From an optimization exercise on the open Yosys and OpenROAD flow, aimed at small area and a short achievable clock period; shortcuts taken in it are not production practice.
The RTL was checked by simulation tests, not by an equivalence proof against the original design.

## dct_row_top
module dct_row_top (
  input  logic        clk_i,
  input  logic        rst_i,
  input  logic        px_valid_i,
  input  logic [7:0]  px_data_i,
  output logic        coef_valid_o,
  output logic [11:0] coef_data_o,
  output logic [2:0]  coef_index_o
);
Size in the first run: roughly 1200 cells after synthesis, about 27 I/O pins, about 16000 µm² of cells after synthesis.
==> flow/config.mk <==
export PLATFORM = sky130hd
export DESIGN_NAME = dct_row_top
export DESIGN_NICKNAME = dct_row_top
export VERILOG_FILES = /design/flow/design.v
export SDC_FILE = /design/flow/constraint.sdc
export NUM_CORES = 4
export LEC_CHECK = 0
export CAP_MARGIN = 20
export CORE_MARGIN = 2
export CORE_UTILIZATION = 70
export PLACE_DENSITY = 0.85
export SETUP_SLACK_MARGIN = 3.45
export SLEW_MARGIN = 20
export TNS_END_PERCENT = 100
==> flow/constraint.sdc <==
create_clock -name core_clock -period 6.0 [get_ports {clk_i}]
set_input_delay 1.2000 -clock core_clock [delete_from_list [all_inputs] [get_ports {clk_i}]]
set_output_delay 1.2000 -clock core_clock [all_outputs]
set_load 0.01 [all_outputs]
standard.sh (not shown) runs the stock make flow with config.mk's settings and CLKGATE_MAP_FILE= SYNTH_SCRIPT=/design/flow/synth_recipe.tcl, a recipe that flattens the netlist after the stock synthesis.
==> flow/flow/run.sh <==
#!/bin/bash
# Standard ORFS layout with one extra step between synthesis and floorplan:
# flow/pol.py re-chooses the polarity of every full adder (a full adder is self-dual)
# so that Yosys' extract_fa leaves fewer inverters. Registers are not touched.
set -euo pipefail
R=$PWD/orfs/results/$FLOW_PLATFORM/dct_row_top/base
bash standard.sh "$R/1_2_yosys.v" > synth.log 2>&1
cp "$R/1_2_yosys.v" "$PWD/1_2_yosys.before_pol.v"
python3 flow/pol.py "$PWD/1_2_yosys.before_pol.v" "$R/1_2_yosys.v" > pol.log 2>&1
# clock tree: the standard arguments, without the dummy loads CTS adds for balancing
export CTS_ARGS="-sink_clustering_enable -repair_clock_nets -dont_use_dummy_load -buf_list sky130_fd_sc_hd__clkbuf_8"
bash standard.sh finish > layout.log 2>&1
Other scripts of this flow, unchanged in this note and not shown: flow/flow/pol.py
Edit:
- CORE_UTILIZATION: 70 -> 80
- PLACE_DENSITY: 0.85 -> 0.92
- SETUP_SLACK_MARGIN: 3.45 -> 3.4
- TNS_END_PERCENT: 100 -> default
Outcome: The changed run completed with no timing, DRC or antenna violations. First-iteration DRC count climbs by 110%. Hold slack gets better by 0.0035 ns.
Edit:
- CORE_UTILIZATION: 80 -> 60
- PLACE_DENSITY: 0.92 -> 0.75
Outcome: Die area is higher by 32%. Utilization is lower by 21 points. Non-clock buffer count is higher by 2. Clock skew is higher by 0.011 ns.
Edit:
- CORE_UTILIZATION: 60 -> 70
- GPL_ROUTABILITY_DRIVEN: default -> 0
- PLACE_DENSITY: 0.75 -> 0.85
Count of clock-buffer cells in the layout fell by 2; wire length came out higher by a few percent; cell area is lower slightly; non-clock buffer count drops by 3; global-route usage came out higher by 4.1 points.


dct_row_top, a different RTL version from the one above (not shown whole).
For scale: about 1300 cells after synthesis, ~27 I/O pins, ~0.016 sq mm of cells after synthesis.
Design dct_row_top, start of the top module:
module dct_row_top (
  input  logic        clk_i,
  input  logic        rst_i,
  input  logic        px_valid_i,
  input  logic [7:0]  px_data_i,
  output logic        coef_valid_o,
  output logic [11:0] coef_data_o,
  output logic [2:0]  coef_index_o
);
logic [2:0] px_cnt;
logic [7:0] xs0, xs1, xs2, xs3, xs4, xs5, xs6;
logic [7:0] y0, y1, y2, y3, y4, y5, y6, y7;
logic       row_done;
assign row_done = px_valid_i & (&px_cnt);
always_ff @(posedge clk_i, posedge rst_i)
  if (rst_i) px_cnt <= 3'd0;
  else if (px_valid_i) px_cnt <= px_cnt + 3'd1;
always_ff @(posedge clk_i)
  if (px_valid_i) begin
    xs0 <= px_data_i; xs1 <= xs0; xs2 <= xs1; xs3 <= xs2; xs4 <= xs3; xs5 <= xs4; xs6 <= xs5;
  end
always_ff @(posedge clk_i)
  if (row_done) begin
    y0 <= xs6; y1 <= xs5; y2 <= xs4; y3 <= xs3; y4 <= xs2; y5 <= xs1; y6 <= xs0; y7 <= px_data_i;
  end
logic       busy;
logic [2:0] kc, kc_nx;
logic [3:0] n1, n2, n1_nx, n2_nx;
logic       odd;
assign kc_nx = row_done ? 3'd0 : kc + 3'd1;
always_comb begin
  case (kc_nx)
  ...
==> flow/config.mk <==
export PLATFORM = sky130hd
export DESIGN_NAME = dct_row_top
export DESIGN_NICKNAME = dct_row_top
export VERILOG_FILES = /design/flow/design.v
export SDC_FILE = /design/flow/constraint.sdc
export NUM_CORES = 4
export LEC_CHECK = 0
export CAP_MARGIN = 20
export CORE_MARGIN = 2
export CORE_UTILIZATION = 40
export CTS_BUF_LIST = sky130_fd_sc_hd__clkbuf_4
export SETUP_SLACK_MARGIN = 3.4
export SLEW_MARGIN = 20
==> flow/constraint.sdc <==
create_clock -name core_clock -period 6.0 [get_ports {clk_i}]
set_input_delay 1.2000 -clock core_clock [delete_from_list [all_inputs] [get_ports {clk_i}]]
set_output_delay 1.2000 -clock core_clock [all_outputs]
set_load 0.01 [all_outputs]
==> flow/flow/pol.py <==
#!/usr/bin/env python3
"""Full-adder polarity optimisation of a Yosys netlist (sky130hd cells).

A full adder is self-dual: FA(~a, ~b, ~c) = (~sum, ~cout). Yosys' extract_fa leaves many
inverters between full adders; this pass chooses, for each sky130_fd_sc_hd__fa_* cell, whether
it computes the true or the complemented function, so that as few inverters as possible are
needed, then rebuilds the inverters. The logic function of every register input and output port
is unchanged; no register is touched.

usage: pol.py IN.v OUT.v
"""
import re, sys, collections, random

OUT_PINS = {'X', 'Y', 'Q', 'Q_N', 'SUM', 'COUT', 'HI', 'LO'}

def main(src, dst):
    text = open(src).read()
    m = re.search(r'^\s*module\s+(\S+)\s*\((.*?)\);', text, re.M | re.S)
    head_end = m.end()
    end = text.rindex('endmodule')
    body = text[head_end:end]
    # split body into statements
    inst_re = re.compile(r'^(\s*)(sky130_fd_sc_hd__\w+)\s+(\S+)\s*\((.*?)\);\s*$', re.M | re.S)
    pin_re = re.compile(r'\.(\w+)\(\s*(.*?)\s*\)\s*(?:,|$)', re.S)
    cells = []
    decls = []
    pos = 0
    others = []
    for mm in inst_re.finditer(body):
        others.append(body[pos:mm.start()])
        pos = mm.end()
        typ, name, pins = mm.group(2), mm.group(3), mm.group(4)
        pl = []
        for pm in pin_re.finditer(pins.strip()):
            pl.append([pm.group(1), pm.group(2).strip()])
        cells.append({'type': typ, 'name': name, 'pins': pl})
    tail = body[pos:]
    # ports
    ports_out = set()
    for mm in re.finditer(r'^\s*output\s+(\[(\d+):(\d+)\]\s*)?(\S+?)\s*;', text, re.M):
        if mm.group(1):
            hi, lo = int(mm.group(2)), int(mm.group(3))
            for i in range(min(hi, lo), max(hi, lo) + 1):
                ports_out.add('%s[%d]' % (mm.group(4), i))
        else:
            ports_out.add(mm.group(4))
    assigns = re.findall(r'^\s*assign\s+(.*?)\s*=\s*(.*?)\s*;', body, re.M)
    assert not assigns, 'assign statements not handled: %r' % assigns[:3]

    def isinv(c):
        return re.fullmatch(r'sky130_fd_sc_hd__(clk)?inv_\d+', c['type']) is not None
    def isfa(c):
        return re.fullmatch(r'sky130_fd_sc_hd__fa_\d+', c['type']) is not None
    def isxor(c):
        return re.fullmatch(r'sky130_fd_sc_hd__x(n)?or[23]_\d+', c['type']) is not None

    driver = {}
    for ci, c in enumerate(cells):
        for p, n in c['pins']:
            if p in OUT_PINS:
                driver[n] = (ci, p)
    invin = {}
    for ci, c in enumerate(cells):
        if isinv(c):
            d = dict(c['pins'])
            invin[d['Y']] = d['A']
    def resolve(n):
        par = 0
        seen = 0
        while n in invin:
            n = invin[n]; par ^= 1; seen += 1
            assert seen < 100
        return n, par
    keep_inv = set()
    for ci, c in enumerate(cells):
        if isinv(c) and dict(c['pins'])['Y'] in ports_out:
            keep_inv.add(ci)
    fa_ids = [ci for ci, c in enumerate(cells) if isfa(c)]
    fa_of_base = {}
    for ci in fa_ids:
        for p, n in cells[ci]['pins']:
            if p in ('SUM', 'COUT'):
                fa_of_base[n] = ci
    # consumers: (cell index or None for port, pin index, base, parity)
    cons = collections.defaultdict(list)   # base -> list of (ci, pinidx, par)
    for ci, c in enumerate(cells):
        if isinv(c) and ci not in keep_inv:
            continue
        for k, (p, n) in enumerate(c['pins']):
            if p in OUT_PINS:
                continue
            b, par = resolve(n)
            cons[b].append((ci, k, par))
    xor_ids = [ci for ci, c in enumerate(cells) if isxor(c)]
    xor_of_base = {}
    for ci in xor_ids:
        for p, n in cells[ci]['pins']:
            if p in OUT_PINS:
                xor_of_base[n] = ci
    pol = {ci: 0 for ci in fa_ids}
    xpol = {ci: 0 for ci in xor_ids}
    def pdrv(b):
        ci = fa_of_base.get(b)
        if ci is not None: return pol[ci]
        ci = xor_of_base.get(b)
        if ci is not None: return xpol[ci]
        return 0
    def need(ci, par):
        return par ^ (pol[ci] if ci in pol else 0)
    def cost_base(b):
        pd = pdrv(b)
        return 1 if any(ci not in xpol and need(ci, par) != pd for ci, k, par in cons.get(b, [])) else 0
    # bases touched by each FA
    touch = collections.defaultdict(set)
    for ci in fa_ids:
        for p, n in cells[ci]['pins']:
            if p in ('SUM', 'COUT'):
                touch[ci].add(n)
            else:
                touch[ci].add(resolve(n)[0])
    for ci in xor_ids:
        for p, n in cells[ci]['pins']:
            if p in OUT_PINS:
                touch[ci].add(n)
    allbases = set(cons.keys())
    before = sum(1 for ci, c in enumerate(cells) if isinv(c))
    start = sum(cost_base(b) for b in allbases)
    rnd = random.Random(1)
    improved = True
    it = 0
    while improved and it < 50:
        improved = False
        it += 1
        order = fa_ids + xor_ids
        rnd.shuffle(order)
        for ci in order:
            t = touch[ci]
            d = pol if ci in pol else xpol
            c0 = sum(cost_base(b) for b in t)
            d[ci] ^= 1
            c1 = sum(cost_base(b) for b in t)
            if c1 < c0:
                improved = True
            elif c1 > c0 or rnd.random() < 0.5:
                d[ci] ^= 1
    final = sum(cost_base(b) for b in allbases)
    # rebuild
    newinv = {}
    out_cells = []
    nid = [0]
    newwires = []
    def invnet(b):
        if b not in newinv:
            nid[0] += 1
            w = 'pol_n%d' % nid[0]
            newwires.append(w)
            newinv[b] = w
        return newinv[b]
    for ci, c in enumerate(cells):
        if isinv(c) and ci not in keep_inv:
            continue
        if ci in xpol:
            # inputs straight from the base nets; the cell type absorbs every inversion
            t = 1 if 'xnor' in c['type'] else 0
            t ^= xpol[ci]
            pins = []
            outn = None
            for p, n in c['pins']:
                if p in OUT_PINS:
                    outn = n; continue
                b, par = resolve(n)
                t ^= par ^ pdrv(b)
                pins.append((p, b))
            m = re.fullmatch(r'sky130_fd_sc_hd__x(n)?or([23])_(\d+)', c['type'])
            typ = 'sky130_fd_sc_hd__%s%s_%s' % ('xnor' if t else 'xor', m.group(2), m.group(3))
            pins.append(('Y' if t else 'X', outn))
            out_cells.append((typ, c['name'], pins))
            continue
        pins = []
        for p, n in c['pins']:
            if p in OUT_PINS:
                pins.append((p, n)); continue
            b, par = resolve(n)
            q = need(ci, par)
            if q == pdrv(b):
                pins.append((p, b))
            else:
                pins.append((p, invnet(b)))
        out_cells.append((c['type'], c['name'], pins))
    for b, w in newinv.items():
        nid[0] += 1
        out_cells.append(('sky130_fd_sc_hd__inv_1', 'pol_inv%d' % nid[0], [('A', b), ('Y', w)]))
    lines = [text[:head_end]]
    lines.append(''.join(others[:1]))
    for w in newwires:
        lines.append('  wire %s;\n' % w)
    for typ, name, pins in out_cells:
        lines.append('  %s %s (\n%s\n  );\n' % (typ, name, ',\n'.join('    .%s(%s)' % (p, n + ' ' if n.startswith('\\') else n) for p, n in pins)))
    lines.append(tail)
    lines.append(text[end:])
    open(dst, 'w').write(''.join(lines))
    flipped = sum(pol.values()) + sum(xpol.values())
    sys.stderr.write('pol: inverters %d -> %d (needed before opt %d), %d of %d full adders flipped\n'
                     % (before, final + len(keep_inv), start, flipped, len(fa_ids)))

if __name__ == '__main__':
    main(sys.argv[1], sys.argv[2])
Scripts as last shown in full above: flow/flow/run.sh
Rerun with:
--- a/flow/flow/pol.py
+++ b/flow/flow/pol.py
@@ -145,2 +145,24 @@
                 d[ci] ^= 1
+    # simulated annealing from the greedy result
+    import math
+    cur = sum(cost_base(b) for b in allbases)
+    best_state = (dict(pol), dict(xpol), cur)
+    allv = fa_ids + xor_ids
+    T = 2.0
+    for step in range(200000):
+        ci = allv[rnd.randrange(len(allv))]
+        t = touch[ci]
+        d = pol if ci in pol else xpol
+        c0 = sum(cost_base(b) for b in t)
+        d[ci] ^= 1
+        c1 = sum(cost_base(b) for b in t)
+        delta = c1 - c0
+        if delta <= 0 or rnd.random() < math.exp(-delta / T):
+            cur += delta
+            if cur < best_state[2]:
+                best_state = (dict(pol), dict(xpol), cur)
+        else:
+            d[ci] ^= 1
+        T = max(0.05, T * 0.99997)
+    pol.clear(); pol.update(best_state[0]); xpol.clear(); xpol.update(best_state[1])
     final = sum(cost_base(b) for b in allbases)
- CORE_UTILIZATION: 40 -> 60
- CTS_BUF_LIST: sky130_fd_sc_hd__clkbuf_4 -> unset
- PLACE_DENSITY: unset -> 0.75
- SETUP_SLACK_MARGIN: 3.4 -> 3.5
- TNS_END_PERCENT: unset -> 100
The new run produced a clean layout.
Routed wire length fell by 5.5%.
Setup slack improved by 7.4 ps.
Flip-flop and latch count does not change.
Die area fell by 33%.
Cell count fell by 11%.
Rerun with:
--- a/flow/flow/run.sh
+++ b/flow/flow/run.sh
@@ -10,3 +10,3 @@
 # clock tree: the standard arguments, without the dummy loads CTS adds for balancing
-export CTS_ARGS="-sink_clustering_enable -repair_clock_nets -dont_use_dummy_load -buf_list sky130_fd_sc_hd__clkbuf_8"
+export CTS_ARGS="-sink_clustering_enable -repair_clock_nets -dont_use_dummy_load -buf_list sky130_fd_sc_hd__clkbuf_4"
 bash standard.sh finish > layout.log 2>&1
--- a/flow/flow/pol.py
+++ b/flow/flow/pol.py
@@ -145,24 +145,2 @@
                 d[ci] ^= 1
-    # simulated annealing from the greedy result
-    import math
-    cur = sum(cost_base(b) for b in allbases)
-    best_state = (dict(pol), dict(xpol), cur)
-    allv = fa_ids + xor_ids
-    T = 2.0
-    for step in range(200000):
-        ci = allv[rnd.randrange(len(allv))]
-        t = touch[ci]
-        d = pol if ci in pol else xpol
-        c0 = sum(cost_base(b) for b in t)
-        d[ci] ^= 1
-        c1 = sum(cost_base(b) for b in t)
-        delta = c1 - c0
-        if delta <= 0 or rnd.random() < math.exp(-delta / T):
-            cur += delta
-            if cur < best_state[2]:
-                best_state = (dict(pol), dict(xpol), cur)
-        else:
-            d[ci] ^= 1
-        T = max(0.05, T * 0.99997)
-    pol.clear(); pol.update(best_state[0]); xpol.clear(); xpol.update(best_state[1])
     final = sum(cost_base(b) for b in allbases)
- CORE_UTILIZATION: 60 -> 40
- CTS_BUF_LIST: unset -> sky130_fd_sc_hd__clkbuf_4
- PLACE_DENSITY: 0.75 -> unset
- SETUP_SLACK_MARGIN: 3.5 -> 3.4
- TNS_END_PERCENT: 100 -> unset
Outcome: Sequential share of layout area came out lower by 0.52 points. Utilization came out lower by 22 points. Synthesized cell count came out higher by 0.71%. Final cell count came out higher by 14%. Clock-buffer cell count came out higher by 37. Routed wire length came out higher by 6.4%. Final area came out higher by 0.97%. Critical path depth came out lower by 3. Fmax came out lower by 1.7%. Hold slack improves by 6.8 ps.
Rerun with:
--- a/flow/flow/run.sh
+++ b/flow/flow/run.sh
@@ -10,3 +10,3 @@
 # clock tree: the standard arguments, without the dummy loads CTS adds for balancing
-export CTS_ARGS="-sink_clustering_enable -repair_clock_nets -dont_use_dummy_load -buf_list sky130_fd_sc_hd__clkbuf_4"
+export CTS_ARGS="-sink_clustering_enable -repair_clock_nets -dont_use_dummy_load -buf_list sky130_fd_sc_hd__clkbuf_8"
 bash standard.sh finish > layout.log 2>&1
--- a/flow/flow/pol.py
+++ b/flow/flow/pol.py
@@ -145,2 +145,24 @@
                 d[ci] ^= 1
+    # simulated annealing from the greedy result
+    import math
+    cur = sum(cost_base(b) for b in allbases)
+    best_state = (dict(pol), dict(xpol), cur)
+    allv = fa_ids + xor_ids
+    T = 2.0
+    for step in range(200000):
+        ci = allv[rnd.randrange(len(allv))]
+        t = touch[ci]
+        d = pol if ci in pol else xpol
+        c0 = sum(cost_base(b) for b in t)
+        d[ci] ^= 1
+        c1 = sum(cost_base(b) for b in t)
+        delta = c1 - c0
+        if delta <= 0 or rnd.random() < math.exp(-delta / T):
+            cur += delta
+            if cur < best_state[2]:
+                best_state = (dict(pol), dict(xpol), cur)
+        else:
+            d[ci] ^= 1
+        T = max(0.05, T * 0.99997)
+    pol.clear(); pol.update(best_state[0]); xpol.clear(); xpol.update(best_state[1])
     final = sum(cost_base(b) for b in allbases)
- ABC_AREA: unset -> 1
- CORE_UTILIZATION: 40 -> 60
- CTS_BUF_LIST: sky130_fd_sc_hd__clkbuf_4 -> unset
- PLACE_DENSITY: unset -> 0.75
What happened: The new run went through all stages and came out clean. Worst setup slack gets better by 40 ps. Register-to-register slack gains 40 ps. Final cell count falls by 1.6%. Count of clock-buffer cells in the layout fell by 36. Hold slack loses 7.3 ps. Global-route usage increases by 7.9 points.

afterwards: timing with drivers on the ports:
Ports are ideal in the flow. The routed layouts listed here were re-timed in OpenROAD.
Step 1 sets driving cells, clkbuf_16 on the clock port and buf_2 on the other inputs (assumed; they add their load-dependent delay and slew).
Step 2 times the ports against the registers' clock, not the clock port: input delays grow and output delays shrink by t, the midpoint of the rising clock arrivals with the driver on.
Slacks: no drivers / after step 1 / after step 2; pairs: no drivers / after step 1.
run	t (ns)	setup slack, ns	slew at the worst register clock pin (ns)	worst data-port slew with drivers (ns)
the first run of note 1	0.579	3.486 / 3.486 / 3.124	0.06 / 0.06	0.04
the second run of note 1	0.592	3.430 / 3.387 / 3.021	0.08 / 0.08	0.09
the third run of note 1	0.591	3.492 / 3.480 / 3.274	0.07 / 0.07	0.04
the fourth run of note 1	0.591	3.380 / 3.380 / 3.040	0.06 / 0.06	0.08
the first run of note 2	0.651	3.476 / 3.445 / 3.399	0.06 / 0.06	0.04
the second run of note 2	0.581	3.484 / 3.484 / 3.402	0.06 / 0.06	0.03
the third run of note 2	0.751	3.441 / 3.441 / 3.388	0.07 / 0.07	0.04
the fourth run of note 2	0.603	3.481 / 3.461 / 3.331	0.06 / 0.06	0.03
After both steps every run listed still meets setup and hold. The setup slack of the second run of note 1, which loses most, moves by -0.043 ns with the drivers and by -0.409 ns with both steps.
